This is an optimization exercise on Yosys and OpenROAD, whose aim is small area, not a production implementation.
Only simulation tests tie the RTL to the original design; equivalence was not proved.
Power and IR drop assume default switching activity.

File: design/flow/flow/own_synth.tcl
proc synth {args} { yosys synth -nofsm -noshare {*}$args }
proc abc {args} {
  set i [lsearch -exact $args -script]
  if { $i >= 0 && [info exists ::env(MY_ABC_SCRIPT)] } {
    lset args [expr { $i + 1 }] $::env(MY_ABC_SCRIPT)
  }
  yosys abc {*}$args
}
source $::env(SCRIPTS_DIR)/synth.tcl
# left out here: clear keep_hierarchy, flatten, clean up, hide names made inside functions, write 1_2_yosys.v
File: design/flow/flow/small_bufs.tcl
set_dont_use {sky130_fd_sc_hd__buf_4 sky130_fd_sc_hd__buf_6 sky130_fd_sc_hd__buf_8 sky130_fd_sc_hd__buf_12 sky130_fd_sc_hd__buf_16 sky130_fd_sc_hd__bufbuf_* sky130_fd_sc_hd__bufinv_* sky130_fd_sc_hd__inv_4 sky130_fd_sc_hd__inv_6 sky130_fd_sc_hd__inv_8 sky130_fd_sc_hd__inv_12 sky130_fd_sc_hd__inv_16 sky130_fd_sc_hd__clkbuf_4 sky130_fd_sc_hd__clkbuf_8 sky130_fd_sc_hd__clkbuf_16 sky130_fd_sc_hd__clkinv_4 sky130_fd_sc_hd__clkinv_8 sky130_fd_sc_hd__clkinv_16}
File: design/flow/flow/area.abc
strash; dch -f; amap; topo
File: design/flow/config.mk
export PLATFORM = sky130hd
export DESIGN_NAME = ex_stage
export DESIGN_NICKNAME = ex_stage
export VERILOG_FILES = /design/flow/design.v
export SDC_FILE = /design/flow/constraint.sdc
export NUM_CORES = 4
export LEC_CHECK = 0
export CAP_MARGIN = 10
export CORE_MARGIN = 2
export CORE_UTILIZATION = 50
export GPL_TIMING_DRIVEN = 0
export SLEW_MARGIN = 10
File: design/flow/flow/run.sh
#!/bin/bash
# Own layout flow: the standard synthesis for reference, then the same
# ORFS synthesis with an area-oriented ABC script (registers unchanged, checked
# below), then the standard layout with one small buffer cell per port.
set -euo pipefail
W=$PWD
F=$W/flow
R=$W/orfs/results/$FLOW_PLATFORM/ex_stage/base

bash standard.sh synth > $W/log_std_synth.txt 2>&1
cp $R/1_2_yosys.v $W/std_1_2_yosys.v

regs() {
  grep -E '^\s*sky130_fd_sc_hd__(e?dfxtp|dfrtp|dfstp|dfxbp|edfxbp|dfbbp|dfrbp|dfsbp)_[0-9]+ ' "$1" \
    | sed -E 's/_[0-9]+ / /; s/\(.*//' | awk '{print $1, $2}' | sort
}

# 2. Area-oriented synthesis: same script, ABC with an area script, no adder-cell extraction
rm -f $R/1_2_yosys.v $R/1_2_yosys.sdc $R/1_synth.odb $R/1_synth.sdc
export MY_ABC_SCRIPT=$F/area.abc
make -C $FLOW_HOME DESIGN_CONFIG=$W/config.mk WORK_HOME=$W/orfs CLKGATE_MAP_FILE= \
  SYNTH_SCRIPT=$F/own_synth.tcl ADDER_MAP_FILE= MY_ABC_SCRIPT=$F/area.abc synth \
  > $W/log_own_synth.txt 2>&1 || true

if [[ -f $R/1_synth.odb ]] && diff <(regs $W/std_1_2_yosys.v) <(regs $R/1_2_yosys.v) > $W/log_reg_diff.txt \
   && [[ $(regs $R/1_2_yosys.v | wc -l) -gt 0 ]]; then
  echo "own synthesis kept: $(regs $R/1_2_yosys.v | wc -l) registers match" > $W/log_choice.txt
else
  echo "own synthesis dropped: registers differ or it failed" > $W/log_choice.txt
  rm -f $R/1_2_yosys.v $R/1_2_yosys.sdc $R/1_synth.odb $R/1_synth.sdc
  bash standard.sh synth > $W/log_std_synth2.txt 2>&1
fi

# 3. Standard layout from the synthesized netlist
export PRE_RESIZE_TCL=$F/small_bufs.tcl
export BUFFER_PORTS_ARGS="-buffer_cell sky130_fd_sc_hd__buf_1"
export CTS_ARGS="-sink_clustering_enable -repair_clock_nets -buf_list sky130_fd_sc_hd__clkbuf_8 -sink_clustering_size 10 -dont_use_dummy_load"
bash standard.sh > $W/log_layout.txt 2>&1
File: design/flow/constraint.sdc
create_clock -name core_clock -period 8.0 [get_ports {CLK}]
set_input_delay 1.6000 -clock core_clock [delete_from_list [all_inputs] [get_ports {CLK}]]
set_output_delay 1.6000 -clock core_clock [all_outputs]
set_load 0.01 [all_outputs]
File: design/flow/standard.sh
#!/bin/bash
# synth_recipe.tcl (not shown) runs the flow's synth.tcl, then flattens the netlist and writes it again
# the make line also repeats each setting of config.mk as NAME=value (left out here)
make -C /OpenROAD-flow-scripts/flow DESIGN_CONFIG=/design/flow/config.mk WORK_HOME=/design/flow/orfs CLKGATE_MAP_FILE= SYNTH_SCRIPT=/design/flow/synth_recipe.tcl "${@:-finish}"
File: design/flow/design.v
package ex_pkg;
    typedef logic [64-1:0] xword_t;
    typedef enum logic [3:0]
    {
        alu_idle,
        alu_add,
        alu_sub,
        alu_sll,
        alu_srl,
        alu_sra,
        alu_and,
        alu_or,
        alu_xor,
        alu_slt,
        alu_sltu,
        alu_pass
    } alu_op_t;
    typedef enum logic [3:0]
    {
        br_none,
        br_jal,
        br_jalr,
        br_eq,
        br_ne,
        br_lt,
        br_ge,
        br_ltu,
        br_geu
    } br_kind_t;
endpackage
module ex_bk_carry #(parameter int N = 64)
(
    input  logic [N-1:0] p,
    input  logic [N-1:0] g,
    input  logic         cin,
    output logic [N-1:0] c
);
    localparam int D0 = 1 << ($clog2(N) - 2);
    logic [N-1:0] G, P;
    always_comb begin
        G = g;
        P = p;
        G[0] = g[0] | (p[0] & cin);
        for (int d = 1; d < N; d = d * 2)
            for (int i = 2 * d - 1; i < N; i = i + 2 * d) begin
                G[i] = G[i] | (P[i] & G[i-d]);
                P[i] = P[i] & P[i-d];
            end
        for (int d = D0; d >= 1; d = d / 2)
            for (int i = 3 * d - 1; i < N; i = i + 2 * d) begin
                G[i] = G[i] | (P[i] & G[i-d]);
                P[i] = P[i] & P[i-d];
            end
        c = {G[N-2:0], cin};
    end
endmodule
module ex_bk_inc #(parameter int N = 62)
(
    input  logic [N-1:0] a,
    output logic [N-1:0] s
);
    localparam int D0 = 1 << ($clog2(N) - 2);
    logic [N-1:0] P;
    always_comb begin
        P = a;
        for (int d = 1; d < N; d = d * 2)
            for (int i = 2 * d - 1; i < N; i = i + 2 * d)
                P[i] = P[i] & P[i-d];
        for (int d = D0; d >= 1; d = d / 2)
            for (int i = 3 * d - 1; i < N; i = i + 2 * d)
                P[i] = P[i] & P[i-d];
        s = a ^ {P[N-2:0], 1'b1};
    end
endmodule
module ex_cmp #(parameter int N = 64)
(
    input  logic [N-1:0] x,
    input  logic [N-1:0] b,
    output logic         ne,
    output logic         bhi
);
    logic [N-1:0] D, L;
    always_comb begin
        D = x;
        L = b;
        for (int d = 1; d < N; d = d * 2)
            for (int i = 2 * d - 1; i < N; i = i + 2 * d) begin
                L[i] = D[i] ? L[i] : L[i-d];
                D[i] = D[i] | D[i-d];
            end
        ne  = D[N-1];
        bhi = L[N-1];
    end
endmodule
module ex_shr
(
    input  logic [63:0] x,
    input  logic [5:0]  s,
    input  logic        fill,
    output logic [63:0] y
);
    always_comb begin
        y = x;
        for (int k = 0; k < 6; k++)
            for (int i = 0; i < 64; i++)
                y[i] = s[k] ? ((i + (1 << k) < 64) ? y[i + (1 << k)] : fill) : y[i];
    end
endmodule
module branch_resolver
(
    input  ex_pkg::br_kind_t br_kind,
    input  ex_pkg::xword_t   rs1,
    input  ex_pkg::xword_t   rs2,
    input  ex_pkg::xword_t   pc,
    input  ex_pkg::xword_t   imm,
    output logic             res_taken,
    output ex_pkg::xword_t   res_target,
    output ex_pkg::xword_t   res_link,
    output logic             res_misaligned
);
    localparam int ALIGN_W = $clog2(4);
    logic       eq;
    logic       lt;
    logic       ltu;
    logic       taken;
    ex_pkg::xword_t     base;
    ex_pkg::xword_t     target;
    assign eq  = rs1 == rs2;
    assign lt  = $signed(rs1) < $signed(rs2);
    assign ltu = rs1 < rs2;
    always_comb
    begin
        case (br_kind)
            ex_pkg::br_none:
                taken = 1'b0;
            ex_pkg::br_jal, ex_pkg::br_jalr:
                taken = 1'b1;
            ex_pkg::br_eq:
                taken = eq;
            ex_pkg::br_ne:
                taken = !eq;
            ex_pkg::br_lt:
                taken = lt;
            ex_pkg::br_ge:
                taken = !lt;
            ex_pkg::br_ltu:
                taken = ltu;
            ex_pkg::br_geu:
                taken = !ltu;
            default:
                taken = 1'b0;
        endcase
    end
    assign base   = (br_kind == ex_pkg::br_jalr) ? rs1 : pc;
    assign target = base + imm;
    assign res_taken      = taken;
    assign res_target     = target;
    assign res_link       = pc + ex_pkg::xword_t'(4);
    assign res_misaligned = taken && (|target[ALIGN_W-1:0]);
endmodule
module ex_result_reg
(
    input  logic             CLK,
    input  logic             RST,
    input  ex_pkg::br_kind_t br_kind,
    input  ex_pkg::xword_t   alu_result,
    input  logic             br_taken,
    input  ex_pkg::xword_t   br_target,
    input  ex_pkg::xword_t   br_link,
    input  logic             br_misaligned,
    input  logic             in_valid,
    output logic             in_ready,
    output logic             out_valid,
    input  logic             out_ready,
    output ex_pkg::xword_t   result,
    output logic             redirect,
    output ex_pkg::xword_t   redirect_pc,
    output logic             target_misaligned
);
    logic       accept;
    logic       is_jump;
    logic       redirect_d;
    ex_pkg::xword_t     result_d;
    assign is_jump    = (br_kind == ex_pkg::br_jal) || (br_kind == ex_pkg::br_jalr);
    assign result_d   = is_jump ? br_link : alu_result;
    assign redirect_d = br_taken && !br_misaligned;
    assign in_ready = !out_valid || out_ready;
    assign accept   = in_valid && in_ready;
    always_ff @(posedge CLK)
    begin
        if (RST)
        begin
            out_valid         <= 1'b0;
            redirect          <= 1'b0;
            target_misaligned <= 1'b0;
        end
        else if (in_ready)
        begin
            out_valid <= in_valid;
            if (accept)
            begin
                redirect          <= redirect_d;
                target_misaligned <= br_misaligned;
            end
        end
    end
    always_ff @(posedge CLK)
    begin
        if (accept)
        begin
            result      <= result_d;
            redirect_pc <= br_target;
        end
    end
endmodule
module ex_stage
(
    input  logic                CLK,
    input  logic                RST,
    input  logic                in_valid,
    output logic                in_ready,
    input  logic [3:0]          op,
    input  logic                word,
    input  logic [3:0]          br_kind,
    input  logic [63:0]         rs1,
    input  logic [63:0]         rs2,
    input  logic [63:0]         pc,
    input  logic [63:0]         imm,
    output logic                out_valid,
    input  logic                out_ready,
    output logic [63:0]         result,
    output logic                redirect,
    output logic [63:0]         redirect_pc,
    output logic                target_misaligned
);
    logic is_add, is_sub, is_sll, is_srl, is_sra, is_and, is_or, is_xor, is_slt, is_sltu, is_pass;
    assign is_add  = op == 4'd1;
    assign is_sub  = op == 4'd2;
    assign is_sll  = op == 4'd3;
    assign is_srl  = op == 4'd4;
    assign is_sra  = op == 4'd5;
    assign is_and  = op == 4'd6;
    assign is_or   = op == 4'd7;
    assign is_xor  = op == 4'd8;
    assign is_slt  = op == 4'd9;
    assign is_sltu = op == 4'd10;
    assign is_pass = op == 4'd11;
    logic is_jalr, is_jump;
    assign is_jalr = br_kind == 4'd2;
    assign is_jump = (br_kind == 4'd1) || is_jalr;
    logic ld, hold;
    assign in_ready = !out_valid || out_ready;
    assign ld   = in_ready;
    assign hold = !ld;
    logic [63:0] x, ap, ag, jp, jg, ac, sum;
    assign x  = rs1 ^ rs2;
    assign ap = x ^ {64{is_sub}};
    assign ag = rs1 & ~ap;
    always_comb begin
        for (int i = 0; i < 64; i++) begin
            jp[i] = is_jump ? (pc[i] ^ (i == 2)) : ap[i];
            jg[i] = is_jump ? (pc[i] & (i == 2)) : (ag[i] & ~(is_xor | is_or));
        end
    end
    ex_bk_carry #(.N(64)) u_add (.p(jp), .g(jg), .cin(is_sub & ~is_jump), .c(ac));
    assign sum = jp ^ ac;
    logic ne, bhi, ltu, lt;
    ex_cmp #(.N(64)) u_cmp (.x(x), .b(rs2), .ne(ne), .bhi(bhi));
    assign ltu = ne & bhi;
    assign lt  = ne & (bhi ^ x[63]);
    logic [63:0] sh_x, sh_y;
    logic [5:0]  shamt;
    logic        fill;
    assign shamt = {rs2[5] & ~word, rs2[4:0]};
    always_comb begin
        for (int i = 0; i < 64; i++)
            sh_x[i] = is_sll ? rs1[63-i] : rs1[i];
        if (word & ~is_sll)
            sh_x[63:32] = {32{is_sra & rs1[31]}};
    end
    assign fill = is_sra & sh_x[63];
    ex_shr u_shr (.x(sh_x), .s(shamt), .fill(fill), .y(sh_y));
    logic [63:0] base, tp, tg, tc, target;
    assign base = is_jalr ? rs1 : pc;
    assign tp = base ^ imm;
    assign tg = base & imm;
    ex_bk_carry #(.N(64)) u_tgt (.p(tp), .g(tg), .cin(1'b0), .c(tc));
    assign target = tp ^ tc;
    logic taken;
    always_comb begin
        case (br_kind)
            4'd1, 4'd2: taken = 1'b1;
            4'd3: taken = !ne;
            4'd4: taken = ne;
            4'd5: taken = lt;
            4'd6: taken = !lt;
            4'd7: taken = ltu;
            4'd8: taken = !ltu;
            default: taken = 1'b0;
        endcase
    end
    logic k_arith, k_sr, k_sl, k_and, k_or, k_xor, k_pass, k_slt, k_sltu, k_link;
    assign k_arith = ld & ~is_jump & (is_add | is_sub);
    assign k_sr    = ld & ~is_jump & (is_srl | is_sra);
    assign k_sl    = ld & ~is_jump & is_sll;
    assign k_and   = ld & ~is_jump & is_and;
    assign k_or    = ld & ~is_jump & is_or;
    assign k_xor   = ld & ~is_jump & is_xor;
    assign k_pass  = ld & ~is_jump & is_pass;
    assign k_slt   = ld & ~is_jump & is_slt;
    assign k_sltu  = ld & ~is_jump & is_sltu;
    assign k_link  = ld & is_jump;
    logic k_ab, k_x;
    assign k_ab    = k_and | k_or | k_pass;
    assign k_x     = k_xor | k_or;
    logic k_sum;
    assign k_sum   = k_arith | k_link;
    logic k_wa, k_wsr, k_wsl, w31;
    assign k_wa  = k_arith & ~word | k_link;
    assign k_wsr = k_sr & ~word;
    assign k_wsl = k_sl & ~word;
    assign w31   = (k_arith & sum[31]) | (k_sr & sh_y[31]) | (k_sl & sh_y[32]);
    logic [63:0] res_d;
    always_comb begin
        for (int i = 0; i < 64; i++) begin
            res_d[i] = (k_ab & ag[i]) | (k_pass & x[i] & rs2[i])
                     | (hold & result[i]);
            if (i < 32)
                res_d[i] = res_d[i] | ((k_sum | k_x) & sum[i]) | (k_sr & sh_y[i]) | (k_sl & sh_y[63-i]);
            else
                res_d[i] = res_d[i] | ((k_wa | k_x) & sum[i]) | (k_wsr & sh_y[i]) | (k_wsl & sh_y[63-i])
                         | (word & w31);
        end
        res_d[0] = res_d[0] | (k_slt & lt) | (k_sltu & ltu);
    end
    logic taken_q, tmis;
    assign tmis              = redirect_pc[1] | redirect_pc[0];
    assign target_misaligned = taken_q & tmis;
    assign redirect          = taken_q & ~tmis;
    always_ff @(posedge CLK) begin
        if (RST)
            out_valid <= 1'b0;
        else if (in_ready)
            out_valid <= in_valid;
    end
    always_ff @(posedge CLK) begin
        result <= res_d;
    end
    always_ff @(posedge CLK) begin
        if (ld) begin
            redirect_pc <= target;
            taken_q     <= taken;
        end
    end
endmodule
==> results.py, run 1 <==
metrics = {
    "floorplanning": {
        "io_pins": 401,
        "fp.dieW_um": 184,
        "core_sq_um": 31600,
        "die_area_sq_um": 33700,
        "num_rows": 65,
        "start_util_pct": 51.0,
        "die_y_um": 184,
    },
    "outcome": {
        "status": "complete, no violations",
    },
    "route": {
        "ant_nets": 0,
        "drcViolationCount": 0,
        "vias": 23500,
        "wirelength_um": 79200,
        "dr.pass1.iters": 9,
        "drtIter0Drc": 3075,
        "viasPerCell": 7.00,
        "wl_per_cell_um": 23.6,
    },
    "final_layout": {
        "layout-drive-gt1-share_pct": 3.79,
        "num-fill-cells": 3117,
        "design_area_sq_um": 19100,
        "area_growth_pct": 18.2,
        "nets": 3227,
        "instances_no_fill": 3360,
    },
    "yosys": {
        "ys_types": 45,
        "synth_edf_count": 65,
        "synth_area_sq_um": 16100,
        "yosysWarnings": 4,
        "syn_avg_cell_area_sq_um": 6.47,
        "synthArstFlopShare_pct": 0,
        "synthCells": 2494,
        "dominantRegCellSynth": "edfxtp_1",
        "ys_ff_latch": 130,
        "mappedNetlistNets": 2763,
        "seq_area_frac_synth_pct": 20.2,
    },
    "worst_setup_path": {
        "crit_slowest_cell": "or2_1",
        "worstSetupPathType": "in2reg",
        "r2r_end": "result[19]$_DFF_P_",
        "crit_required_ns": 8.42,
        "r2r_setup_slack_ns": 3.94,
        "reg2reg_depth": 10,
        "crit_path_max_incr_delay_ns": 0.42,
        "cp-start-kind": "input port",
        "cp_max_fo": 53,
        "crit_arrival_ns": 8.20,
        "rr_startpoint": "out_valid$_SDFFE_PP0N_",
        "crit_path_end_kind": "flop",
    },
    "clock_tree": {
        "clock_sinks": 130,
        "cts_hold_buf": 0,
        "cts_max_level": 4,
        "cts_made_buffers": 17,
        "ctsRootBufferMaster": "clkbuf_8",
        "ctsLongestPathBuffers": 2,
        "path_clk_slew_ns": 0.10,
        "cts_tree": "built",
        "insertion_delay_ns": 0.52,
    },
    "sta": {
        "report.final.hold_viol_count": 0,
        "finalClockSkew_ns": 0.0172,
        "setup_viol": 0,
        "totalNegativeSetupSlack_ns": 0,
        "worst-slew-pin-transition_ns": 1.17,
        "slew_headroom_pct": 22.1,
        "slew_violations": 0,
        "fin_crit_ns": 7.78,
        "fmax_mhz": 129,
        "finalCritPeriodShare_pct": 97.3,
    },
    "worst_hold_path": {
        "holdPathStages": 2,
        "hp-start": "result[31]$_DFF_P_",
        "hold_end": "result[31]$_DFF_P_",
        "worstHoldPathType": "reg2reg",
    },
    "power_and_ir_drop": {
        "power_mw": 2.86,
        "leakagePower_nw": 6.08,
        "irDropWorstVdd_mv": 0.110,
        "power.density_nw_per_um2": 150,
    },
    "global_route": {
        "antenna_found_initial": 1,
        "grt_pass1_vias": 20900,
        "grt_pass1_wl_um": 116000,
        "grt-ovfl-total": 0,
        "grt_max_degree": 67,
        "grt_usage_pct": 44.5,
    },
    "run": {
        "drv_cap": 0,
    },
    "placement": {
        "gp_congestion": 1.07,
        "placed_area_sq_um": 18400,
        "placed_cells": 3325,
        "place_hpwl_um": 58600,
        "portBuffers": 400,
    },
}
==> timing repair <==
item | in CTS | in global routing
gates cloned | 4 | 2
pin swaps | 3 | 5
setup endpoints to repair | 67 | 20
gates resized for setup | 25 | 26
buffers inserted | 7 | 6
==> Yosys cell counts, types with 21 or more instances <==
library cell | n | area share [%]
a221oi_1 | 23 | 1.2
o221ai_1 | 56 | 3.0
o22ai_1 | 246 | 9.5
o21a_1 | 23 | 1.1
dfxtp_1 | 65 | 8.1
or2_0 | 59 | 2.3
o311ai_0 | 33 | 1.8
o22a_1 | 173 | 9.4
clkinv_1 | 223 | 5.2
nor2_1 | 341 | 7.9
edfxtp_1 | 65 | 12
a21oi_1 | 212 | 6.6
nor2b_1 | 21 | 0.81
nor3_1 | 38 | 1.2
a31oi_1 | 25 | 0.97
o21ai_0 | 351 | 11
nand2_1 | 338 | 7.9
==> through the flow <==
| step | utilization, % | setup slack (ns) | hold slack, ns |
|---|---|---|---|
| 5_1_grt | 60.2 | -0.00563 | 0.530 |
| 3_5_place_dp | 58.2 | -2.86 | 0.479 |
| 3_3_place_gp | 57.5 | -5.61 | 0.486 |
| 2_1_floorplan | - | 0.0445 | 0.532 |
| 6_report | 60.2 | 0.218 | 0.496 |
| 4_1_cts | 59.7 | 0.0342 | 0.499 |
==> layout by cell type, fill, tap and decap left out, types with 28 or more instances in the layout <==
cell type,n
o311ai_0,32
or2_0,56
nor2_1,335
edfxtp_1,65
nor3_1,37
a21oi_1,210
o21ai_0,342
buf_1,393
o22ai_1,244
buf_2,28
dfxtp_1,65
o221ai_1,55
o22a_1,173
clkinv_1,209
nand2_1,337
==> per-layer routing <==
metal / share of wire, % / vias up / global-route usage, % / routed length (um)
met2: 43 / 1694 / 69.4 / 33700
met5: 0 / - / 0 / 0
met4: 7.8 / 0 / 29.6 / 6150
li1: - / 10700 / - / -
met3: 12 / 384 / 9.39 / 9250
met1: 38 / 10700 / 55.3 / 30100
==> state kept, by name, summed over array words and instances (netlist names) <==
| register | cells |
|---|---|
| redirect_pc | 64 |
| taken_q | 1 |
| result | 64 |
| out_valid | 1 |
==> worst max-delay path by stage <==
stage	startpoint	to	slack [ns]	depth (start not counted)
CTS	br_kind[2]	redirect_pc[63]$_DFFE_PN_	0.03	34
floorplan	br_kind[2]	result[63]$_DFF_P_	0.04	30
detailed placement	br_kind[2]	result[63]$_DFF_P_	-2.86	30
global route	op[3]	result[63]$_DFF_P_	-0.006	35
finish	br_kind[2]	result[63]$_DFF_P_	0.22	32
global placement	out_ready	result[19]$_DFF_P_	-5.61	9
==> power breakdown <==
part	switching, mW	internal [mW]	leakage (nW)	total, mW
clock network	0.279	0.187	0.122	0.465
registers	0.0637	0.836	1.21	0.900
logic	1.01	0.487	4.74	1.50
total	1.35	1.51	6.08	2.86
==> cell type report <==
class	count	area [sq um]	area share, %
Timing Repair inverter	1	8.76	0.0460
Tap cell	402	503	2.64
Sequential cell	130	3250	17.1
Timing Repair Buffer	440	1820	9.54
Inverter	223	920	4.83
Clock buffer	17	234	1.23
Antenna cell	2	5.00	0.0263
Multi-Input combinational cell	2145	12300	64.6
==> cell families after synthesis <==
| family | after synthesis | share of synthesized area, % |
|---|---|---|
| AOI/OAI and AO/OA | 1297 | 52.7 |
| xor gates and xnor gates | 1 | 0.0543 |
| buffers and inverters | 223 | 5.19 |
| DFF | 130 | 20.2 |
| and+or+nand+nor | 843 | 21.8 |
==> worst max-delay path: cells and delay by family <==
family,cells,cell delay [ns]
AO/OA/AOI/OAI,13,2.98
AND/OR/NAND/NOR,10,2.00
buffers and inverters,9,1.58
==> inputs of run 2 (changes only) <==
==> design/flow/flow/area.abc (replaced) <==
strash; dch -f; amap; topo; stime -c; upsize -c; dnsize -c; stime -c
==> results.py, run 2 <==
metrics = {
    "yosys": {
        "ys_ff_latch": 130,
        "synthArstFlopShare_pct": 0,
        "mappedNetlistNets": 2763,
        "synth_most_common_cell": "o21ai_0",
        "ys_types": 67,
        "yosysWarnings": 4,
        "synth_commonest_cells": "339 x o21ai_0, 338 x nand2_1, 332 x nor2_1",
        "synth_edf_count": 65,
        "syn_avg_cell_area_sq_um": 6.59,
        "dominantRegCellSynth": "edfxtp_1",
        "synthCells": 2494,
        "synth_top_area_share_pct": 11.9,
        "synth_area_sq_um": 16400,
        "synth_area_leader_cell": "edfxtp_1",
        "yosys-top-cells-area": "edfxtp_1 12%, o21ai_0 10%, o22ai_1 9.3%",
        "seq_area_frac_synth_pct": 19.8,
    },
    "clock_tree": {
        "ctsLongestPathBuffers": 2,
        "ctsRootBufferMaster": "clkbuf_8",
        "clock_sinks": 130,
        "insertion_delay_ns": 0.53,
        "cts_hold_buf": 0,
        "cts_made_buffers": 17,
        "path_clk_slew_ns": 0.07,
        "cts_max_level": 4,
        "cts_tree": "built",
    },
    "route": {
        "vias": 23200,
        "top_layer_used": "met4",
        "wirelength_um": 80100,
        "wl_met1_um": 30500,
        "dr_wl_met2_um": 33200,
        "viasPerCell": 6.85,
        "drtIter0Drc": 3130,
        "drcViolationCount": 0,
        "ant_nets": 0,
        "wl_per_cell_um": 23.6,
        "dr_wl_met3_um": 9180,
        "dr.pass1.iters": 7,
    },
    "sta": {
        "totalNegativeSetupSlack_ns": 0,
        "setup_viol": 0,
        "fmax_mhz": 130,
        "hold_ws_ns": 0.490,
        "worst_slack_ns": 0.280,
        "finalClockSkew_ns": 0.0441,
        "slew_headroom_pct": 22.1,
        "worst-slew-pin-transition_ns": 1.17,
        "fin_crit_ns": 7.72,
        "slew_violations": 0,
        "finalCritPeriodShare_pct": 96.5,
        "report.final.hold_viol_count": 0,
    },
    "worst_setup_path": {
        "crit_path_start": "op[3]",
        "cp-start-kind": "input port",
        "critPathTopFamily": "compound AO/OA/AOI/OAI gates",
        "crit_buf_inv": 6,
        "crit_arrival_ns": 8.18,
        "crit_path_max_incr_delay_ns": 0.71,
        "crit_path_end_kind": "flop",
        "rr_startpoint": "out_valid$_SDFFE_PP0N_",
        "crit_required_ns": 8.46,
        "worstSetupPathType": "in2reg",
        "cp_max_fo": 50,
        "crit_slowest_cell": "o21ai_1",
        "cp_common_cell": "o22ai_1",
        "worstPathCellList": "buf_1, nor2_1, clkinv_1, nor2_4, clkbuf_4, inv_4, o211ai_1, buf_2, o311ai_1, o21ai_1, o21ai_0, a21boi_0, o22ai_1, o22ai_1, o21ai_4, inv_2, or3_1",
    },
    "global_route": {
        "grt_pass1_vias": 20300,
        "antenna_found_initial": 1,
        "grt-ovfl-total": 0,
        "grt_usage_pct": 43.8,
        "grt_max_degree": 105,
        "grt_pass1_wl_um": 115000,
    },
    "worst_hold_path": {
        "worstHoldPathType": "reg2reg",
        "hp-start": "result[31]$_DFF_P_",
    },
    "power_and_ir_drop": {
        "power.density_nw_per_um2": 150,
        "leakagePower_nw": 6.09,
        "irDropWorstVdd_mv": 0.102,
    },
    "final_layout": {
        "reg_top3": "redirect_pc: 64 flops, result: 64 flops",
        "nets": 3218,
        "final_cell_mix": "394 x buf_1, 337 x nand2_1, 336 x o21ai_0, 330 x nor2_1, 243 x o22ai_1",
        "design_area_sq_um": 19100,
        "utilization_pct": 58.9,
        "layout-drive-gt1-share_pct": 4.14,
        "area_growth_pct": 16.4,
        "mostFrequentLayoutCell": "buf_1",
    },
    "outcome": {
        "status": "complete, no violations",
    },
    "floorplanning": {
        "num_rows": 66,
        "die_area_sq_um": 34300,
        "die_y_um": 185,
        "io_pins": 401,
        "fp.dieW_um": 185,
        "start_util_pct": 50.6,
        "core_sq_um": 32500,
    },
    "run": {
        "drv_cap": 0,
    },
    "placement": {
        "preCtsSetupSlack_ns": -1.73,
        "place_hpwl_um": 59900,
        "placed_area_sq_um": 18700,
        "portBuffers": 400,
        "gp_congestion": 1.01,
    },
}
## run 2: changes by cell type after synthesis, sizes merged
| cell | change |
|---|---|
| clkinv | -19 |
| inv | +17 |
| bufinv | +2 |
## run 2: metal layers
metal	track usage (%)	vias up
met5	0	-
met4	33.9	0
met3	9.02	360
met2	65.1	1645
met1	55.2	10500
li1	-	10700
## run 2: power breakdown
part           internal [mW]  switching, mW  leakage, nW
Combinational          0.489           1.03         4.76
Clock                  0.186          0.280        0.122
Sequential             0.836         0.0596         1.21
Total                   1.51           1.37         6.09
## run 2: worst min-delay path: stages, from the launching register on
cell	delay, ns
dfxtp_1	0.32
a2111oi_0	0.08
o21ai_0	0.06
## run 2: through the flow
| stage | cells | power [mW] |
|---|---|---|
| floorplan | 2494 | 1.82 |
| global placement | 3336 | 2.31 |
| detailed placement | 3359 | 2.34 |
| CTS | 3378 | 2.79 |
| global route | 3390 | 3.01 |
| finish | 3392 | 2.88 |
## run 2: cell families (layout without fill, tap and decap cells)
| kind of cell | after synthesis | after routing | share of synthesized area, % |
|---|---|---|---|
| xor+xnor | 1 | 1 | 0.0533 |
| buf+inv | 223 | 671 | 5.52 |
| flops | 130 | 130 | 19.8 |
| other cells | 0 | 3 | 0 |
| simple gates | 843 | 847 | 21.9 |
| compound gates | 1297 | 1298 | 52.8 |
## run 2: what timing repair did
| action | CTS | global route |
|---|---|---|
| endpoints found under the setup margin | 42 | 38 |
| gates cloned | 1 | 4 |
| setup buffers | 1 | 7 |
| pin swaps | 1 | 5 |
| gates resized for setup | 4 | 17 |
## run 2: final timing paths
check | depth (start not counted) | end | slack [ns]
hold reg to reg | 2 | result[31]$_DFF_P_ | 0.49
setup reg to reg | 9 | result[28]$_DFF_P_ | 3.83
setup / recovery | 17 | result[61]$_DFF_P_ | 0.28
hold / removal | 2 | result[31]$_DFF_P_ | 0.49
## run 2: area by class of cell
type                    instances  area (sq um)
fillers                      3236         13300
diodes                          3          7.51
multi-input cells            2146         12400
inverters                     223           932
repair buffers                431          1710
clock buffers                  17           234
well taps                     442           553
flip-flops and latches        130          3250
==> inputs of run 3 (changes only) <==
--- a/design/flow/design.v
+++ b/design/flow/design.v
@@ -313,3 +313,3 @@
     logic k_ab, k_x;
-    assign k_ab    = k_and | k_or | k_pass;
+    assign k_ab    = k_and | k_or;
     assign k_x     = k_xor | k_or;
@@ -325,3 +325,3 @@
         for (int i = 0; i < 64; i++) begin
-            res_d[i] = (k_ab & ag[i]) | (k_pass & x[i] & rs2[i])
+            res_d[i] = (k_ab & ag[i]) | (k_pass & rs2[i])
                      | (hold & result[i]);
==> design/flow/flow/area.abc (replaced) <==
strash; dch -f; amap; topo
--- a/design/flow/config.mk
+++ b/design/flow/config.mk
@@ -11,2 +11,3 @@
 export GPL_TIMING_DRIVEN = 0
+export SETUP_SLACK_MARGIN = 0.1
 export SLEW_MARGIN = 10
==> results.py, run 3 <==
metrics = {
    "placement": {
        "preCtsSetupSlack_ns": -3.13,
        "portBuffers": 400,
        "gp_congestion": 1.06,
        "place_hpwl_um": 58500,
        "placed_area_sq_um": 18400,
    },
    "sta": {
        "finalClockSkew_ns": 0.0249,
        "rsz0062_at_grt": "yes",
        "finalCritPeriodShare_pct": 95.1,
        "fmax_mhz": 131,
        "slew_violations": 0,
        "report.final.hold_viol_count": 0,
        "setup_viol": 0,
        "worst-slew-pin-transition_ns": 1.33,
        "worst_slack_ns": 0.393,
        "hold_ws_ns": 0.494,
        "slew_headroom_pct": 10.3,
        "fin_crit_ns": 7.61,
    },
    "yosys": {
        "ys_types": 46,
        "synth_most_common_cell": "nor2_1",
        "synthArstFlopShare_pct": 0,
        "ys_ff_latch": 130,
        "yosysWarnings": 4,
        "synthCells": 2484,
        "synth_commonest_cells": "336 x nor2_1, 316 x o21ai_0, 299 x nand2_1",
        "syn_avg_cell_area_sq_um": 6.49,
        "mappedNetlistNets": 2753,
        "synth_area_sq_um": 16100,
        "yosys-top-cells-area": "edfxtp_1 12%, o22ai_1 11%, o21ai_0 9.8%",
        "seq_area_frac_synth_pct": 20.2,
        "dominantRegCellSynth": "edfxtp_1",
        "synth_top_area_share_pct": 12.1,
        "synth_area_leader_cell": "edfxtp_1",
        "synth_edf_count": 65,
    },
    "worst_setup_path": {
        "cp-start-kind": "input port",
        "critPathTopFamily": "compound AO/OA/AOI/OAI gates",
        "crit_buf_inv": 8,
        "cp_max_fo": 114,
        "r2r_end": "result[63]$_DFF_P_",
        "crit_required_ns": 8.38,
        "worstSetupPathDepth": 29,
        "crit_end": "result[47]$_DFF_P_",
        "crit_path_end_kind": "flop",
        "crit_path_start": "br_kind[2]",
        "crit_slowest_cell": "or4_1",
        "crit_path_max_incr_delay_ns": 0.52,
        "r2r_setup_slack_ns": 1.46,
        "worstSetupPathType": "in2reg",
        "rr_startpoint": "out_valid$_SDFFE_PP0N_",
        "cp_common_cell": "nor2_1",
        "reg2reg_depth": 13,
        "crit_arrival_ns": 7.98,
    },
    "final_layout": {
        "area_growth_pct": 17.6,
        "mostFrequentLayoutCell": "buf_1",
        "layout-drive-gt1-share_pct": 3.66,
        "design_area_sq_um": 19000,
        "final_cell_mix": "395 x buf_1, 330 x nor2_1, 307 x o21ai_0, 299 x nand2_1, 277 x o22ai_1",
        "num-fill-cells": 3193,
        "reg_top3": "redirect_pc: 64 flops, result: 64 flops",
        "utilization_pct": 59.9,
        "nets": 3218,
    },
    "floorplanning": {
        "die_y_um": 184,
        "core_sq_um": 31600,
        "fp.dieW_um": 184,
        "num_rows": 65,
        "io_pins": 401,
        "start_util_pct": 51.0,
        "die_area_sq_um": 33700,
    },
    "global_route": {
        "grt_pass1_vias": 20600,
        "grt-ovfl-total": 0,
        "grt_usage_pct": 44.1,
        "antenna_found_initial": 4,
        "grt_pass1_wl_um": 115000,
        "grt_max_degree": 115,
    },
    "outcome": {
        "status": "complete, no violations",
    },
    "clock_tree": {
        "insertion_delay_ns": 0.52,
        "cts_made_buffers": 17,
        "ctsRootBufferMaster": "clkbuf_8",
        "path_clk_slew_ns": 0.07,
        "cts_hold_buf": 0,
        "ctsLongestPathBuffers": 2,
        "cts_tree": "built",
        "cts_max_level": 4,
        "clock_sinks": 130,
    },
    "route": {
        "vias": 23200,
        "ant_nets": 0,
        "drtIter0Drc": 3051,
        "dr.pass1.iters": 9,
        "viasPerCell": 6.93,
        "drcViolationCount": 0,
        "wirelength_um": 78100,
        "wl_per_cell_um": 23.3,
    },
    "power_and_ir_drop": {
        "power.density_nw_per_um2": 150,
        "leakagePower_nw": 6.02,
        "power_mw": 2.84,
        "irDropWorstVdd_mv": 0.117,
    },
    "worst_hold_path": {
        "worstHoldPathType": "reg2reg",
    },
    "run": {
        "drv_cap": 0,
    },
}
## run 3: cell count changes after synthesis, moves of 10 or more
cell	delta
o21a_1	+11
o21ai_1	-10
o221ai_1	-15
o21ai_0	-23
a311oi_1	-11
a31oi_1	+17
a21oi_1	+23
nor2b_1	-11
nand2_1	-39
or2_0	+14
o22ai_1	+32
clkinv_1	+36
## run 3: repair_timing
item	in CTS	in global routing
endpoints found under the setup margin	70	51
buffers inserted	5	5
resized for setup	13	21
pin swaps	4	3
cloned	2	4
## run 3: cell type report
cell class	instances	area, sq um	share of cell area, %
diodes	3	7.51	0.0396
clock buffers	17	234	1.23
inverters	240	983	5.19
multi-input cells	2118	12200	64.4
flip-flops and latches	130	3250	17.2
well taps	402	503	2.65
repair buffers	440	1760	9.26
repair inverters	2	13.8	0.0726
## run 3: report_power, final
part           total, mW  switching [mW]  leakage [nW]  internal [mW]
clock              0.452           0.266         0.122          0.186
sequential         0.895          0.0598          1.21          0.835
combinational       1.49            1.00          4.69          0.486
total               2.84            1.33          6.02           1.51
## run 3: worst register-to-register path: cells and delay by family (launching register included)
family / cells / cell delay, ns
and+or+nand+nor: 4 / 1.85
DFF: 1 / 0.33
AOI/OAI and AO/OA: 4 / 1.14
buffers and inverters: 5 / 3.13
## run 3: cells by family (layout without fill, tap and decap cells)
logic type,after synthesis,count (layout),synth area share [%]
AOI/OAI and AO/OA,1315,1316,53.3
and+or+nand+nor,799,802,20.9
buffers and inverters,240,699,5.59
DFF,130,130,20.2
other,0,3,0
## run 3: worst min-delay path by stage
stage / start / endpoint / cells past startpoint
finish: result[36]$_DFF_P_ / result[36]$_DFF_P_ / 2
global route: result[36]$_DFF_P_ / result[36]$_DFF_P_ / 2
CTS: result[36]$_DFF_P_ / result[36]$_DFF_P_ / 2
detailed placement: result[36]$_DFF_P_ / result[36]$_DFF_P_ / 2
global placement: result[51]$_DFF_P_ / result[51]$_DFF_P_ / 2
floorplan: result[30]$_DFF_P_ / result[30]$_DFF_P_ / 2
## run 3: layer usage
metal	up-vias	GRT usage, %	wire length (um)
met3	353	10.4	9720
li1	10700	-	-
met1	10500	54.8	29300
met2	1688	68.3	33200
met4	2	28.4	5890
met5	-	0	17
## run 3: per-stage QoR
| step | instances | TNS (ns) |
|---|---|---|
| after floorplan | 2484 | 0 |
| after global placement | 3286 | -280.68 |
| after detailed placement | 3317 | -117.97 |
| after CTS | 3341 | 0 |
| after global routing | 3349 | 0 |
| final | 3352 | 0 |
==> inputs of run 4 (changes only) <==
--- a/design/flow/design.v
+++ b/design/flow/design.v
@@ -56,18 +56,14 @@
 endmodule
-module ex_bk_inc #(parameter int N = 62)
-(
-    input  logic [N-1:0] a,
-    output logic [N-1:0] s
-);
-    localparam int D0 = 1 << ($clog2(N) - 2);
-    logic [N-1:0] P;
-    always_comb begin
-        P = a;
-        for (int d = 1; d < N; d = d * 2)
-            for (int i = 2 * d - 1; i < N; i = i + 2 * d)
-                P[i] = P[i] & P[i-d];
-        for (int d = D0; d >= 1; d = d / 2)
-            for (int i = 3 * d - 1; i < N; i = i + 2 * d)
-                P[i] = P[i] & P[i-d];
-        s = a ^ {P[N-2:0], 1'b1};
+module ex_shr
+(
+    input  logic [63:0] x,
+    input  logic [5:0]  s,
+    input  logic        fill,
+    output logic [63:0] y
+);
+    always_comb begin
+        y = x;
+        for (int k = 0; k < 6; k++)
+            for (int i = 0; i < 64; i++)
+                y[i] = s[k] ? ((i + (1 << k) < 64) ? y[i + (1 << k)] : fill) : y[i];
     end
@@ -92,123 +88,2 @@
         bhi = L[N-1];
-    end
-endmodule
-module ex_shr
-(
-    input  logic [63:0] x,
-    input  logic [5:0]  s,
-    input  logic        fill,
-    output logic [63:0] y
-);
-    always_comb begin
-        y = x;
-        for (int k = 0; k < 6; k++)
-            for (int i = 0; i < 64; i++)
-                y[i] = s[k] ? ((i + (1 << k) < 64) ? y[i + (1 << k)] : fill) : y[i];
-    end
-endmodule
-module branch_resolver
-(
-    input  ex_pkg::br_kind_t br_kind,
-    input  ex_pkg::xword_t   rs1,
-    input  ex_pkg::xword_t   rs2,
-    input  ex_pkg::xword_t   pc,
-    input  ex_pkg::xword_t   imm,
-    output logic             res_taken,
-    output ex_pkg::xword_t   res_target,
-    output ex_pkg::xword_t   res_link,
-    output logic             res_misaligned
-);
-    localparam int ALIGN_W = $clog2(4);
-    logic       eq;
-    logic       lt;
-    logic       ltu;
-    logic       taken;
-    ex_pkg::xword_t     base;
-    ex_pkg::xword_t     target;
-    assign eq  = rs1 == rs2;
-    assign lt  = $signed(rs1) < $signed(rs2);
-    assign ltu = rs1 < rs2;
-    always_comb
-    begin
-        case (br_kind)
-            ex_pkg::br_none:
-                taken = 1'b0;
-            ex_pkg::br_jal, ex_pkg::br_jalr:
-                taken = 1'b1;
-            ex_pkg::br_eq:
-                taken = eq;
-            ex_pkg::br_ne:
-                taken = !eq;
-            ex_pkg::br_lt:
-                taken = lt;
-            ex_pkg::br_ge:
-                taken = !lt;
-            ex_pkg::br_ltu:
-                taken = ltu;
-            ex_pkg::br_geu:
-                taken = !ltu;
-            default:
-                taken = 1'b0;
-        endcase
-    end
-    assign base   = (br_kind == ex_pkg::br_jalr) ? rs1 : pc;
-    assign target = base + imm;
-    assign res_taken      = taken;
-    assign res_target     = target;
-    assign res_link       = pc + ex_pkg::xword_t'(4);
-    assign res_misaligned = taken && (|target[ALIGN_W-1:0]);
-endmodule
-module ex_result_reg
-(
-    input  logic             CLK,
-    input  logic             RST,
-    input  ex_pkg::br_kind_t br_kind,
-    input  ex_pkg::xword_t   alu_result,
-    input  logic             br_taken,
-    input  ex_pkg::xword_t   br_target,
-    input  ex_pkg::xword_t   br_link,
-    input  logic             br_misaligned,
-    input  logic             in_valid,
-    output logic             in_ready,
-    output logic             out_valid,
-    input  logic             out_ready,
-    output ex_pkg::xword_t   result,
-    output logic             redirect,
-    output ex_pkg::xword_t   redirect_pc,
-    output logic             target_misaligned
-);
-    logic       accept;
-    logic       is_jump;
-    logic       redirect_d;
-    ex_pkg::xword_t     result_d;
-    assign is_jump    = (br_kind == ex_pkg::br_jal) || (br_kind == ex_pkg::br_jalr);
-    assign result_d   = is_jump ? br_link : alu_result;
-    assign redirect_d = br_taken && !br_misaligned;
-    assign in_ready = !out_valid || out_ready;
-    assign accept   = in_valid && in_ready;
-    always_ff @(posedge CLK)
-    begin
-        if (RST)
-        begin
-            out_valid         <= 1'b0;
-            redirect          <= 1'b0;
-            target_misaligned <= 1'b0;
-        end
-        else if (in_ready)
-        begin
-            out_valid <= in_valid;
-            if (accept)
-            begin
-                redirect          <= redirect_d;
-                target_misaligned <= br_misaligned;
-            end
-        end
-    end
-    always_ff @(posedge CLK)
-    begin
-        if (accept)
-        begin
-            result      <= result_d;
-            redirect_pc <= br_target;
-        end
     end
--- a/design/flow/config.mk
+++ b/design/flow/config.mk
@@ -9,3 +9,3 @@
 export CORE_MARGIN = 2
-export CORE_UTILIZATION = 50
+export CORE_UTILIZATION = 55
 export GPL_TIMING_DRIVEN = 0
==> results.py, run 4 <==
metrics = {
    "worst_setup_path": {
        "worstSetupPathType": "in2reg",
        "crit_arrival_ns": 8.09,
        "rr_startpoint": "out_valid$_SDFFE_PP0N_",
        "crit_path_end_kind": "flop",
        "crit_slowest_cell": "nor2_1",
        "worstPathCellList": "buf_1, nor2b_4, buf_2, clkinv_2, nand2_1, a2111oi_1, nor2_1, clkinv_2, o21ai_1, buf_2, clkinv_1, a221oi_1, o21ai_0, or3_1",
        "cp-start-kind": "input port",
        "crit_path_max_incr_delay_ns": 0.88,
        "crit_path_start": "out_ready",
        "crit_required_ns": 8.36,
        "cp_max_fo": 29,
    },
    "global_route": {
        "grt_max_degree": 73,
        "grt_pass1_vias": 20900,
        "antenna_found_initial": 0,
        "grt-ovfl-total": 0,
        "grt_pass1_wl_um": 114000,
        "grt_usage_pct": 47.3,
    },
    "floorplanning": {
        "die_area_sq_um": 30700,
        "start_util_pct": 56.0,
        "core_sq_um": 28800,
        "die_y_um": 175,
        "io_pins": 401,
        "fp.dieW_um": 175,
        "num_rows": 62,
    },
    "yosys": {
        "synth_commonest_cells": "336 x nor2_1, 316 x o21ai_0, 299 x nand2_1",
        "synthArstFlopShare_pct": 0,
        "yosys-top-cells-area": "edfxtp_1 12%, o22ai_1 11%, o21ai_0 9.8%",
        "ys_ff_latch": 130,
        "seq_area_frac_synth_pct": 20.2,
        "synth_area_sq_um": 16100,
        "synth_edf_count": 65,
        "yosysWarnings": 4,
        "ys_types": 46,
        "synth_top_area_share_pct": 12.1,
        "synth_most_common_cell": "nor2_1",
        "synthCells": 2484,
        "syn_avg_cell_area_sq_um": 6.49,
        "dominantRegCellSynth": "edfxtp_1",
        "mappedNetlistNets": 2753,
        "synth_area_leader_cell": "edfxtp_1",
    },
    "sta": {
        "worst-slew-pin-transition_ns": 1.09,
        "slew_headroom_pct": 26.8,
        "report.final.hold_viol_count": 0,
        "fin_crit_ns": 7.73,
        "rsz0062_at_grt": "yes",
        "setup_viol": 0,
        "fmax_mhz": 129,
        "finalClockSkew_ns": 0.0336,
        "finalCritPeriodShare_pct": 96.6,
        "worst_slack_ns": 0.269,
        "slew_violations": 0,
    },
    "final_layout": {
        "nets": 3215,
        "layout-drive-gt1-share_pct": 3.53,
        "area_growth_pct": 17.2,
        "regArea_sq_um": 3250,
        "reg_top3": "redirect_pc: 64 flops, result: 64 flops",
        "multi_input_area_sq_um": 12200,
        "mostFrequentLayoutCell": "buf_1",
        "final_cell_mix": "395 x buf_1, 330 x nor2_1, 306 x o21ai_0, 299 x nand2_1, 277 x o22ai_1",
        "design_area_sq_um": 18900,
        "num-fill-cells": 2698,
    },
    "route": {
        "wl_met1_um": 27600,
        "dr_wl_met3_um": 10300,
        "drtIter0Drc": 3519,
        "wirelength_um": 77800,
        "ant_nets": 0,
        "drcViolationCount": 0,
        "viasPerCell": 7.11,
        "dr.pass1.iters": 8,
        "vias": 23700,
        "top_layer_used": "met4",
        "dr_wl_met2_um": 32300,
        "wl_per_cell_um": 23.4,
    },
    "placement": {
        "gp_congestion": 1.07,
        "placed_area_sq_um": 18400,
        "place_hpwl_um": 57900,
        "portBuffers": 400,
        "preCtsSetupSlack_ns": -3.11,
    },
    "clock_tree": {
        "ctsLongestPathBuffers": 2,
        "cts_made_buffers": 17,
        "insertion_delay_ns": 0.49,
        "ctsRootBufferMaster": "clkbuf_8",
        "cts_max_level": 4,
        "cts_tree": "built",
        "path_clk_slew_ns": 0.07,
        "clock_sinks": 130,
        "cts_hold_buf": 0,
    },
    "run": {
        "drv_cap": 0,
    },
    "power_and_ir_drop": {
        "power.density_nw_per_um2": 151,
        "p_int_mw": 1.51,
        "p_sw_share_pct": 47.0,
        "p_seq_share_pct": 31.5,
        "leakagePower_nw": 6.01,
        "p_comb_share_pct": 52.4,
        "clkPwrFrac_pct": 16.1,
        "irDropWorstVdd_mv": 0.0935,
        "p_sw_mw": 1.34,
    },
    "worst_hold_path": {
        "hp-start": "result[48]$_DFF_P_",
        "worstHoldPathType": "reg2reg",
    },
    "outcome": {
        "status": "complete, no violations",
    },
}
## run 4: cell counts after synthesis
No cell type changed its count.
## run 4: logic make-up after synthesis
family / count (synthesis) / share of synthesized area, %
AO/OA/AOI/OAI: 1315 / 53.3
buffers and inverters: 240 / 5.59
AND/OR/NAND/NOR: 799 / 20.9
flip-flops: 130 / 20.2
## run 4: through the flow
| stage | hold slack (ns) | utilization [%] | instances | power [mW] | setup TNS (ns) |
|---|---|---|---|---|---|
| global placement | 0.483 | 63.2 | 3268 | 2.26 | -270.80 |
| CTS | 0.511 | 65.2 | 3324 | 2.75 | 0 |
| finish | 0.514 | 65.7 | 3332 | 2.85 | 0 |
| detailed placement | 0.498 | 63.9 | 3299 | 2.29 | -106.10 |
| floorplan | 0.536 | - | 2484 | 1.79 | 0 |
| global route | 0.531 | 65.7 | 3328 | 2.97 | 0 |
## run 4: cell type report
class / count / share of cell area (%)
Inverter: 240 / 5.12
Timing Repair inverter: 2 / 0.0926
Multi-Input combinational cell: 2117 / 64.5
Clock buffer: 17 / 1.24
Sequential cell: 130 / 17.2
Tap cell: 384 / 2.54
Timing Repair Buffer: 438 / 9.26
Antenna cell: 4 / 0.0529
## run 4: what timing repair did
item / 4_1_cts / 5_1_grt
cloned: 3 / 2
pin swaps: 4 / 3
resized for setup: 16 / 24
setup buffers: 5 / 2
endpoints found under the setup margin: 64 / 47
## run 4: per-layer routing
metal,vias up,GRT usage [%]
li1,10700,-
met1,10500,57.8
met4,0,36.4
met2,1983,71.9
met3,503,11.0
met5,-,0
## run 4: power by group through the flow
stage / combinational (mW) / sequential [mW] / clock [mW]
finish: 1.49 / 0.898 / 0.457
global route: 1.59 / 0.904 / 0.476
CTS: 1.41 / 0.893 / 0.451
detailed placement: 1.39 / 0.907 / 0
global placement: 1.35 / 0.904 / 0
floorplan: 0.832 / 0.957 / 0
## run 4: final timing paths
check	slack, ns	cells after the start	to
setup / recovery	0.27	14	result[63]$_DFF_P_
hold / removal	0.51	2	result[48]$_DFF_P_
setup reg to reg	1.11	13	result[63]$_DFF_P_
hold reg to reg	0.51	2	result[48]$_DFF_P_
## run 4: critical path: cells and delay by family
kind,cells,cell delay [ns]
AO/OA/AOI/OAI,4,1.18
buffers and inverters,6,3.29
AND/OR/NAND/NOR,4,1.94
==> inputs of run 5 (changes only) <==
--- a/design/flow/config.mk
+++ b/design/flow/config.mk
@@ -9,3 +9,3 @@
 export CORE_MARGIN = 2
-export CORE_UTILIZATION = 55
+export CORE_UTILIZATION = 45
 export GPL_TIMING_DRIVEN = 0
==> results.py, run 5 <==
metrics = {
    "clock_tree": {
        "cts_max_level": 4,
        "clock_sinks": 130,
        "insertion_delay_ns": 0.52,
        "cts_tree": "built",
        "cts_hold_buf": 0,
        "cts_made_buffers": 17,
        "path_clk_slew_ns": 0.10,
        "ctsRootBufferMaster": "clkbuf_8",
        "ctsLongestPathBuffers": 2,
    },
    "placement": {
        "place_hpwl_um": 61600,
        "gp_congestion": 1.05,
        "preCtsSetupSlack_ns": -3.33,
        "placed_area_sq_um": 18500,
        "portBuffers": 400,
    },
    "route": {
        "ant_nets": 0,
        "drtIter0Drc": 2414,
        "viasPerCell": 6.71,
        "drcViolationCount": 0,
        "wl_per_cell_um": 23.7,
        "vias": 22800,
        "dr.pass1.iters": 10,
        "wirelength_um": 80500,
    },
    "yosys": {
        "yosysWarnings": 4,
        "dominantRegCellSynth": "edfxtp_1",
        "synth_top_family_by_area": "compound AO/OA/AOI/OAI gates",
        "yosys-top-cells-area": "edfxtp_1 12%, o22ai_1 11%, o21ai_0 9.8%",
        "synth_area_sq_um": 16100,
        "mappedNetlistNets": 2753,
        "synth_commonest_cells": "336 x nor2_1, 316 x o21ai_0, 299 x nand2_1",
        "syn_avg_cell_area_sq_um": 6.49,
        "synth_compound_area_share_pct": 53.3,
        "synth-simple-area-share_pct": 20.9,
        "synth_most_common_cell": "nor2_1",
        "synth_xor_area_share_pct": 0,
        "synth_edf_count": 65,
        "synthMuxAreaShare_pct": 0,
        "synthCells": 2484,
        "ys_ff_latch": 130,
        "synth_area_leader_cell": "edfxtp_1",
        "ys_types": 46,
        "synth_fa_ha_area_share_pct": 0,
        "synth_top_area_share_pct": 12.1,
        "seq_area_frac_synth_pct": 20.2,
        "synthArstFlopShare_pct": 0,
    },
    "global_route": {
        "grt_pass1_vias": 20800,
        "grt_usage_pct": 41.0,
        "grt_max_degree": 115,
        "antenna_found_initial": 2,
        "grt_pass1_wl_um": 120000,
        "grt-ovfl-total": 0,
    },
    "floorplanning": {
        "die_y_um": 193,
        "fp.dieW_um": 193,
        "core_sq_um": 35400,
        "die_area_sq_um": 37400,
        "io_pins": 401,
        "start_util_pct": 45.6,
        "num_rows": 69,
    },
    "worst_setup_path": {
        "crit_path_end_kind": "flop",
        "worstSetupPathType": "in2reg",
        "cp_max_fo": 115,
        "reg2reg_depth": 14,
        "r2r_end": "result[63]$_DFF_P_",
        "rr_startpoint": "out_valid$_SDFFE_PP0N_",
        "r2r_setup_slack_ns": 1.77,
        "crit_arrival_ns": 7.84,
        "crit_path_start": "br_kind[2]",
        "crit_required_ns": 8.42,
        "cp-start-kind": "input port",
    },
    "final_layout": {
        "nets": 3213,
        "final_cell_mix": "394 x buf_1, 329 x nor2_1, 306 x o21ai_0, 299 x nand2_1, 277 x o22ai_1",
        "mostFrequentLayoutCell": "buf_1",
        "reg_top3": "redirect_pc: 64 flops, result: 64 flops",
        "area_growth_pct": 18.1,
        "layout-drive-gt1-share_pct": 3.84,
        "design_area_sq_um": 19000,
        "utilization_pct": 53.8,
    },
    "sta": {
        "setup_viol": 0,
        "rsz0062_at_grt": "no",
        "fin_crit_ns": 7.42,
        "report.final.hold_viol_count": 0,
        "slew_violations": 0,
        "fmax_mhz": 135,
        "finalClockSkew_ns": 0.0257,
        "worst_slack_ns": 0.582,
        "worst-slew-pin-transition_ns": 1.14,
        "finalCritPeriodShare_pct": 92.7,
        "slew_headroom_pct": 23.9,
    },
    "power_and_ir_drop": {
        "irDropWorstVdd_mv": 0.117,
        "leakagePower_nw": 6.03,
        "power.density_nw_per_um2": 150,
        "power_mw": 2.86,
    },
    "worst_hold_path": {
        "holdPathStages": 2,
        "hold_end": "result[21]$_DFF_P_",
        "worstHoldPathType": "reg2reg",
        "hp-start": "result[21]$_DFF_P_",
    },
    "run": {
        "drv_cap": 0,
    },
    "outcome": {
        "status": "complete, no violations",
    },
}
[run 5: cell counts after synthesis]
No cell type changed its count.
[run 5: layout make-up]
cell class                      count  area, sq um
Tap cell                          461          577
Antenna cell                        1         2.50
Clock buffer                       17          234
Inverter                          240          977
Fill cell                        3692        16400
Timing Repair Buffer              437         1740
Multi-Input combinational cell   2118        12300
Sequential cell                   130         3250
[run 5: where the power goes]
| part | leakage [nW] | internal, mW | switching [mW] |
|---|---|---|---|
| Clock | 0.122 | 0.187 | 0.282 |
| Sequential | 1.21 | 0.835 | 0.0642 |
| Combinational | 4.69 | 0.488 | 1.01 |
[run 5: kinds of logic (layout without fill, tap and decap cells)]
logic type             after synthesis  in the layout
DFF                                130            130
other                                0              1
AOI/OAI and AO/OA                 1315           1317
buffers and inverters              240            694
and+or+nand+nor                    799            801
[run 5: worst max-delay path, cell delays in order]
cell	delay [ns]
buf_1	0.10
or2_4	0.30
nor2_4	0.29
clkinv_16	0.26
o21ai_4	0.28
buf_4	0.43
o22ai_1	0.23
nor2_1	0.21
clkinv_1	0.11
or3_1	0.37
nor3_1	0.38
clkinv_1	0.14
o2111ai_1	0.30
a31oi_4	0.11
o221a_2	0.39
o41ai_4	0.37
a41oi_2	0.23
or3_1	0.37
o211ai_1	0.12
nor2b_1	0.20
nor2_1	0.08
nor2_1	0.10
a21oi_1	0.05
a221oi_1	0.25
o21ai_0	0.13
or3_1	0.37
[run 5: worst max path at each step]
stage                              end  slack [ns]  cells after the start
global route        result[47]$_DFF_P_        0.09                     31
global placement    result[63]$_DFF_P_       -4.71                     12
floorplan           result[47]$_DFF_P_        0.20                     13
finish              result[63]$_DFF_P_        0.58                     26
CTS                 result[63]$_DFF_P_        0.08                     29
detailed placement  result[47]$_DFF_P_       -3.33                     28
[run 5: through the flow]
stage	hold WS [ns]	instances	setup TNS [ns]
2_1_floorplan	0.536	2484	0
3_3_place_gp	0.482	3345	-322.73
3_5_place_dp	0.491	3376	-149.28
4_1_cts	0.509	3401	0
5_1_grt	0.525	3403	0
6_report	0.513	3404	0
[run 5: timing repair]
item / CTS / global route
gates cloned: 2 / 2
buffers inserted: 6 / 0
endpoints found under the hold margin: 0 / 0
endpoints found under the setup margin: 89 / 42
pin swaps: 4 / 1
resized for setup: 23 / 24
[run 5: metal layers]
| layer | track usage [%] | up-vias | routed length, um |
|---|---|---|---|
| li1 | - | 10700 | - |
| met1 | 52.1 | 10400 | 31600 |
| met2 | 62.0 | 1437 | 34300 |
| met3 | 8.65 | 295 | 8290 |
| met4 | 28.7 | 0 | 6410 |
| met5 | 0 | - | 0 |

## separate check: timing with driven ports
How much do the figures lean on ideal ports? The routed layouts below were timed once more, with nothing changed but the port constraints. Step 1 assumes that a clkbuf_16 drives the clock port and a buf_2 every other input. Step 2 also shifts input and output timing later by t, the mid clock arrival at the registers, as if the neighbouring blocks saw the same clock. Slacks: ideal / step 1 / step 2; pairs: ideal / step 1.
| run | t (ns) | slack for setup (ns) | worst data-port slew with drivers (ns) |
|---|---|---|---|
| run 1 | 0.569 | 0.218 / 0.248 / -0.321 | 0.08 |
| run 2 | 0.567 | 0.280 / 0.306 / -0.260 | 0.08 |
| run 3 | 0.560 | 0.393 / 0.421 / -0.139 | 0.09 |
| run 4 | 0.524 | 0.269 / 0.293 / -0.231 | 0.09 |
| run 5 | 0.567 | 0.582 / 0.612 / 0.045 | 0.07 |
With both steps, setup timing fails in run 1, run 2, run 3 and run 4, where it was met with ideal ports. The setup slack of run 2, which loses most, moves by +0.026 ns with the drivers and by -0.540 ns with both steps.
